What follows belongs to an exercise in optimizing a design on an open flow for small area and a short achievable clock period; a production flow would make more cautious choices.
Only simulation tests tie the RTL to the original design; equivalence was not proved.
Power is estimated from default activity; no workload was simulated.

## dmem_responder
module dmem_responder #(
   parameter int ADDR_W      = 7,
   parameter int WAIT_CYCLES = 2
) (
   input  logic        clk,
   input  logic        resetn,
   input  logic        req_valid,
   output logic        req_ready,
   input  logic        req_write,
   input  logic [15:0] req_addr,
   input  logic [15:0] req_wdata,
   output logic        rsp_valid,
   input  logic        rsp_ready,
   output logic [15:0] rsp_rdata,
   output logic        rsp_err
);
   localparam int DEPTH = 1 << ADDR_W;
   logic        req_ready_q;
   logic        w1_q;           
   logic        w2_q;           
   logic [7:0]  hiw_q;          
   logic        rsp_valid_q;
   logic        rsp_err_q;
   logic [15:0] rsp_rdata_q;
   logic [7:0]        hi_n_q;    
   logic [15:0]       lo_n_q;    
   logic              wr_q;
   logic              inr_q;
   logic [15:0]       wdata_q;
   logic [10:0]       rdp_q [16];
   logic [15:0] mem_q [DEPTH];
   logic accept;
   logic hold;
   logic [DEPTH-1:0] ws;
   logic [DEPTH-1:0] we;
   logic [7:0]       hiw_n;
   logic [10:0] rdp [16];
   logic [15:0] rd;
   assign accept = req_ready_q & req_valid;
   assign hold   = rsp_valid_q & ~rsp_ready;
   always_ff @(posedge clk) begin
      if (req_ready_q) begin
  ...
For scale: about 3600 cells after synthesis, about 2300 flip-flops, ~56 I/O pins, about 77000 um2 of cells after synthesis.
==> module dmem_responder, before the edit <==
module dmem_responder #(
   parameter int ADDR_W      = 7,
   parameter int WAIT_CYCLES = 2
) (
   input  logic        clk,
   input  logic        resetn,
   input  logic        req_valid,
   output logic        req_ready,
   input  logic        req_write,
   input  logic [15:0] req_addr,
   input  logic [15:0] req_wdata,
   output logic        rsp_valid,
   input  logic        rsp_ready,
   output logic [15:0] rsp_rdata,
   output logic        rsp_err
);
   localparam int DEPTH = 1 << ADDR_W;
   logic        req_ready_q;
   logic        w1_q;           
   logic        w2_q;           
   logic [7:0]  hiw_q;          
   logic        rsp_valid_q;
   logic        rsp_err_q;
   logic [15:0] rsp_rdata_q;
   logic [7:0]        hi_n_q;    
   logic [15:0]       lo_n_q;    
   logic              wr_q;
   logic              inr_q;
   logic [15:0]       wdata_q;
   logic [10:0]       rdp_q [16];
   logic [15:0] mem_q [DEPTH];
   logic accept;
   logic hold;
   logic [DEPTH-1:0] ws;
   logic [DEPTH-1:0] we;
   logic [7:0]       hiw_n;
   logic [10:0] rdp [16];
   logic [15:0] rd;
   assign accept = req_ready_q & req_valid;
   assign hold   = rsp_valid_q & ~rsp_ready;
   always_ff @(posedge clk) begin
      if (req_ready_q) begin
         hi_n_q  <= ~(8'd1 << req_addr[6:4]);
         lo_n_q  <= ~(16'd1 << req_addr[3:0]);
         wr_q    <= req_write;
         inr_q   <= (req_addr >> ADDR_W) == 16'd0;
         wdata_q <= req_wdata;
      end
   end
   always_ff @(posedge clk) begin
      if (!resetn) begin
         req_ready_q <= 1'b0;
         w1_q        <= 1'b0;
         w2_q        <= 1'b0;
         hiw_q       <= 8'd0;
         rsp_valid_q <= 1'b0;
         rsp_err_q   <= 1'b0;
         rsp_rdata_q <= 16'd0;
      end else begin
         req_ready_q <= ~(w1_q | w2_q | rsp_valid_q) & ~accept;
         w1_q        <= accept;
         w2_q        <= w1_q;
         hiw_q       <= {8{w1_q & wr_q & inr_q}} & ~hi_n_q;
         rsp_valid_q <= w2_q | hold;
         rsp_err_q   <= (w2_q & ~inr_q) | (hold & rsp_err_q);
         rsp_rdata_q <= ({16{w2_q & inr_q & ~wr_q}} & rd) | ({16{hold}} & rsp_rdata_q);
      end
   end
   assign hiw_n = ~(hiw_q & {8{resetn}});
   for (genvar i = 0; i < DEPTH; i++) begin : g_ws
      dmem_nor2 u_ws (.a(hi_n_q[i / 16]), .b(lo_n_q[i % 16]), .y(ws[i]));
      dmem_nor2 u_we (.a(hiw_n[i / 16]), .b(lo_n_q[i % 16]), .y(we[i]));
   end
   for (genvar b = 0; b < 16; b++) begin : g_rd
      logic [DEPTH-1:0] col;
      for (genvar i = 0; i < DEPTH; i++) begin : g_col
         assign col[i] = mem_q[i][b];
      end
      dmem_sel128 u_sel (.sel(ws), .d(col), .y(rdp[b]));
      always_ff @(posedge clk) rdp_q[b] <= rdp[b];
      dmem_or11 u_or (.a(rdp_q[b]), .y(rd[b]));
   end
   always_ff @(posedge clk) begin
      for (int i = 0; i < DEPTH; i++)
         if (we[i])
            mem_q[i] <= wdata_q;
   end
   assign req_ready = req_ready_q;
   assign rsp_valid = rsp_valid_q;
   assign rsp_err   = rsp_err_q;
   assign rsp_rdata = rsp_rdata_q;
endmodule
Settings: LEC_CHECK=0, ABC_CLOCK_PERIOD_IN_PS=2300, CAP_MARGIN=20, CORE_MARGIN=2, CORE_UTILIZATION=65, CTS_CLUSTER_DIAMETER=100, CTS_CLUSTER_SIZE=30, SETUP_SLACK_MARGIN=2.7, SLEW_MARGIN=20, SYNTH_HIERARCHICAL=1; clock period 5.0 ns.
run.sh (not shown) runs the stock make flow with config.mk's settings and CLKGATE_MAP_FILE= SYNTH_SCRIPT=/design/flow/synth_recipe.tcl, a recipe that flattens the netlist after the stock synthesis.
Rerun with:
--- a/flow/design.v
+++ b/flow/design.v
@@ -30,11 +30,11 @@
    logic [10:0]       rdp_q [16];
    logic [15:0] mem_q [DEPTH];
    logic accept;
    logic hold;
    logic [DEPTH-1:0] ws;
-   logic [DEPTH-1:0] we;
+   logic [1:0]       we [DEPTH];    
    logic [7:0]       hiw_n;
    logic [10:0] rdp [16];
    logic [15:0] rd;
    assign accept = req_ready_q & req_valid;
    assign hold   = rsp_valid_q & ~rsp_ready;
@@ -67,11 +67,12 @@
       end
    end
    assign hiw_n = ~(hiw_q & {8{resetn}});
    for (genvar i = 0; i < DEPTH; i++) begin : g_ws
       dmem_nor2 u_ws (.a(hi_n_q[i / 16]), .b(lo_n_q[i % 16]), .y(ws[i]));
-      dmem_nor2 u_we (.a(hiw_n[i / 16]), .b(lo_n_q[i % 16]), .y(we[i]));
+      dmem_nor2 u_we0 (.a(hiw_n[i / 16]), .b(lo_n_q[i % 16]), .y(we[i][0]));
+      dmem_nor2 u_we1 (.a(hiw_n[i / 16]), .b(lo_n_q[i % 16]), .y(we[i][1]));
    end
    for (genvar b = 0; b < 16; b++) begin : g_rd
       logic [DEPTH-1:0] col;
       for (genvar i = 0; i < DEPTH; i++) begin : g_col
          assign col[i] = mem_q[i][b];
@@ -79,13 +80,16 @@
       dmem_sel128 u_sel (.sel(ws), .d(col), .y(rdp[b]));
       always_ff @(posedge clk) rdp_q[b] <= rdp[b];
       dmem_or11 u_or (.a(rdp_q[b]), .y(rd[b]));
    end
    always_ff @(posedge clk) begin
-      for (int i = 0; i < DEPTH; i++)
-         if (we[i])
-            mem_q[i] <= wdata_q;
+      for (int i = 0; i < DEPTH; i++) begin
+         if (we[i][0])
+            mem_q[i][7:0] <= wdata_q[7:0];
+         if (we[i][1])
+            mem_q[i][15:8] <= wdata_q[15:8];
+      end
    end
    assign req_ready = req_ready_q;
    assign rsp_valid = rsp_valid_q;
    assign rsp_err   = rsp_err_q;
    assign rsp_rdata = rsp_rdata_q;
Design area fell by 0.65%.
Total power stays flat.
Worst setup slack got worse by 24 ps.
Wire length fell by about 3.2%.
Cell count rose by about 1.3%.
Clock-buffer cell count is unchanged.
Global-route usage fell by 1.2 points.
Clock skew rose by 5.0 ps.
Die area rose by about 0.6%.
Register-to-register slack got worse by 20 ps.
Flip-flop and latch count does not change.
Fmax fell by 0.99%.
Synthesized cell count rose by 3.6%.
Non-clock buffer count fell by 118.

## re-timing with driven ports
How much do the figures lean on ideal ports? The routed layouts below were timed once more, with nothing changed but the port constraints.
Step 1 assumes that a clkbuf_16 drives the clock port and a buf_2 every other input.
Step 2 adds t to the input delays and takes it off the output delays; t is the mean of the earliest and latest rising clock arrival at the registers after step 1. Input paths then give back, and output paths get back, about the clock's delay inside the block.
Three values: no drivers, after step 1, after step 2; two values: the first two.
run	t (ns)	slack for setup (ns)	worst setup path after step 2
the first run	0.794	2.647 / 2.620 / 1.992	input to register
the second run	0.796	2.623 / 2.623 / 2.099	input to register
After both steps setup and hold are still met in every run listed. For the first run, which loses most, drivers alone change the setup slack by -0.027 ns; drivers and shift together by -0.655 ns.
